Background: an optimization exercise with open tools, aiming at a short achievable clock period and few clock cycles per item. Do not read the settings as production practice.
Only simulation tests tie the RTL to the original design; equivalence was not proved.
Power figures rest on the tool's default switching activity, not on a simulated workload.

indigo:
## rv_exec_top
module rv_exec_top #(
  parameter int FIFO_DEPTH  = 4,
  parameter int OUT_CREDITS = 2
) (
  input  logic             clk,
  input  logic             arst_n,
  input  logic             in_valid,
  input  logic [31:0]      in_instr,
  output logic             in_credit,
  output logic             out_valid,
  output rv_pkg::reg_idx_t out_rd,
  output rv_pkg::word_t    out_data,
  output logic             out_illegal,
  input  logic             out_credit
);
  logic             f_valid;
  logic [31:0]      f_instr;
  logic             present;
  rv_pkg::reg_idx_t rs1_idx, rs2_idx, rd_idx;
  rv_pkg::word_t    imm, rs1_data, rs2_data;
  logic             use_imm, illegal;
  logic [9:0]       sel;
  logic             e_valid, e_we, e_ill, e_fwd_a, e_fwd_b;
  rv_pkg::reg_idx_t e_rd;
  rv_pkg::word_t    e_a, e_b;
  logic [9:0]       e_sel;
  rv_pkg::word_t    alu_a, alu_b, alu_result;
  logic             r_valid, r_we, r_ill;
  rv_pkg::reg_idx_t r_rd;
  rv_pkg::word_t    r_data;
  instr_intake u_intake (
    .clk, .arst_n, .in_valid, .in_instr, .present,
    .in_credit, .f_valid, .f_instr
  );
  instr_decoder u_decoder (
    .instr(f_instr), .rs1_idx, .rs2_idx, .rd_idx, .imm, .use_imm, .sel, .illegal
  );
  register_file u_regfile (
    .clk, .arst_n, .rd_we(r_we), .rd_idx(r_rd), .rd_data(r_data),
    .rs1_idx, .rs2_idx, .rs1_data, .rs2_data
  );
  always_ff @(posedge clk or negedge arst_n) begin
    if (!arst_n) begin
      e_valid <= 1'b0;
      e_we    <= 1'b0;
    end else begin
      e_valid <= f_valid;
      e_we    <= f_valid && !illegal && (rd_idx != 5'd0);
    end
  end
  always_ff @(posedge clk) begin
    e_rd    <= rd_idx;
    e_ill   <= illegal;
    e_sel   <= sel;
    e_fwd_a <= e_we && (rs1_idx == e_rd);
    e_fwd_b <= e_we && (rs2_idx == e_rd) && !use_imm;
    e_a     <= (r_we && rs1_idx == r_rd) ? r_data : rs1_data;
    e_b     <= use_imm ? imm : ((r_we && rs2_idx == r_rd) ? r_data : rs2_data);
  end
  ...
==> module register_file, before the edit <==
module register_file (
  input  logic             clk,
  input  logic             arst_n,
  input  logic             rd_we,
  input  rv_pkg::reg_idx_t rd_idx,
  input  rv_pkg::word_t    rd_data,
  input  rv_pkg::reg_idx_t rs1_idx,
  input  rv_pkg::reg_idx_t rs2_idx,
  output rv_pkg::word_t    rs1_data,
  output rv_pkg::word_t    rs2_data
);
  rv_pkg::word_t regs [31:1];
  assign rs1_data = (rs1_idx != 5'd0) ? regs[rs1_idx] : '0;
  assign rs2_data = (rs2_idx != 5'd0) ? regs[rs2_idx] : '0;
  always_ff @(posedge clk or negedge arst_n) begin
    if (!arst_n) begin
      for (int r = 1; r < 32; r++) begin
        regs[r] <= '0;
      end
    end else begin
      for (int r = 1; r < 32; r++) begin
        if (rd_we && rd_idx == 5'(r)) regs[r] <= rd_data;
      end
    end
  end
endmodule
clock: 18.0 ns
lec_check: 0
cap_margin: 20
core_margin: 2
core_utilization: 40
setup_slack_margin: 0.3
slew_margin: 20
run.sh (not shown) runs the stock make flow with config.mk's settings and CLKGATE_MAP_FILE= SYNTH_SCRIPT=/design/flow/synth_recipe.tcl, a recipe that flattens the netlist after the stock synthesis.
Testbench counts of indigo, summed over its fixed seeds: cycles 3,232, items 3,200.
Inputs modified between indigo and amber:
-- flow/design.v --
<<< indigo, line 146
);
  rv_pkg::word_t regs [31:1];
  assign rs1_data = (rs1_idx != 5'd0) ? regs[rs1_idx] : '0;
  assign rs2_data = (rs2_idx != 5'd0) ? regs[rs2_idx] : '0;
  always_ff @(posedge clk or negedge arst_n) begin
    if (!arst_n) begin
      for (int r = 1; r < 32; r++) begin
        regs[r] <= '0;
      end
    end else begin
      for (int r = 1; r < 32; r++) begin
        if (rd_we && rd_idx == 5'(r)) regs[r] <= rd_data;
      end
    end
  end
>>> amber, line 146
);
  rv_pkg::word_t regs [31:1];
  logic [31:0]   written;   
  assign rs1_data = written[rs1_idx] ? regs[rs1_idx] : '0;
  assign rs2_data = written[rs2_idx] ? regs[rs2_idx] : '0;
  always_ff @(posedge clk or negedge arst_n) begin
    if (!arst_n) begin
      written <= '0;
    end else begin
      for (int r = 1; r < 32; r++) begin
        if (rd_we && rd_idx == 5'(r)) written[r] <= 1'b1;
      end
    end
  end
  always_ff @(posedge clk) begin
    for (int r = 1; r < 32; r++) begin
      if (rd_we && rd_idx == 5'(r)) regs[r] <= rd_data;
    end
  end
==> comparison <==
amber went all the way through the flow, and no timing, DRC or antenna check failed.
Relative area of clock buffers and inverters in the final design ends up higher on amber.
Share of the clock period used by the worst path (lower): amber
amber: sum of routed wire length over all layers is about 11% lower than what indigo reported.
Power attributed to combinational cells shrinks by more than 10% when moving from indigo to amber.
Going from indigo to amber, total power now sits higher, worst ir drop on vdd now sits lower.
The cell type of the slowest stage on the worst timing path comes out sky130_fd_sc_hd__nor4b_1 in one run and sky130_fd_sc_hd__a2111oi_0 in the other, namely in indigo and amber respectively.
Area of the core: amber better than indigo
amber gives less part of the total power dissipated in combinational logic than indigo did.
Taking indigo as the reference point, the relative area change from synthesis to final layout of amber rises by 1.8 points.
Testbench counts of amber, summed over its fixed seeds: cycles 3,232, items 3,200.

## static timing again, ports no longer ideal
No port has a modelled driver above. Below, the same layouts with a new extraction and two added sets of constraints. Step 1: set_driving_cell puts a clkbuf_16 on clk and a buf_2 on each other input, an assumption about the parent block. Step 2, shift: input delay + t, output delay - t, t = (earliest + latest rising clock arrival at the registers) / 2. This alone moves slack from input paths to output paths. Three values: ideal, step 1, step 2; two values: the first two.
run	t, ns	slack for setup (ns)	hold slack, ns	worst data-port slew with drivers (ns)	cell pins on the clock port's net
indigo	0.907	11.650 / 11.650 / 11.193	0.327 / 0.327 / 0.327	0.09	1
amber	0.925	12.128 / 12.128 / 11.745	0.351 / 0.351 / 0.351	0.06	1
After both steps every run listed still meets setup and hold. For indigo, which loses most, drivers alone change the setup slack by 0.000 ns; drivers and shift together by -0.457 ns. The worst setup slack also covers recovery checks on asynchronous resets.
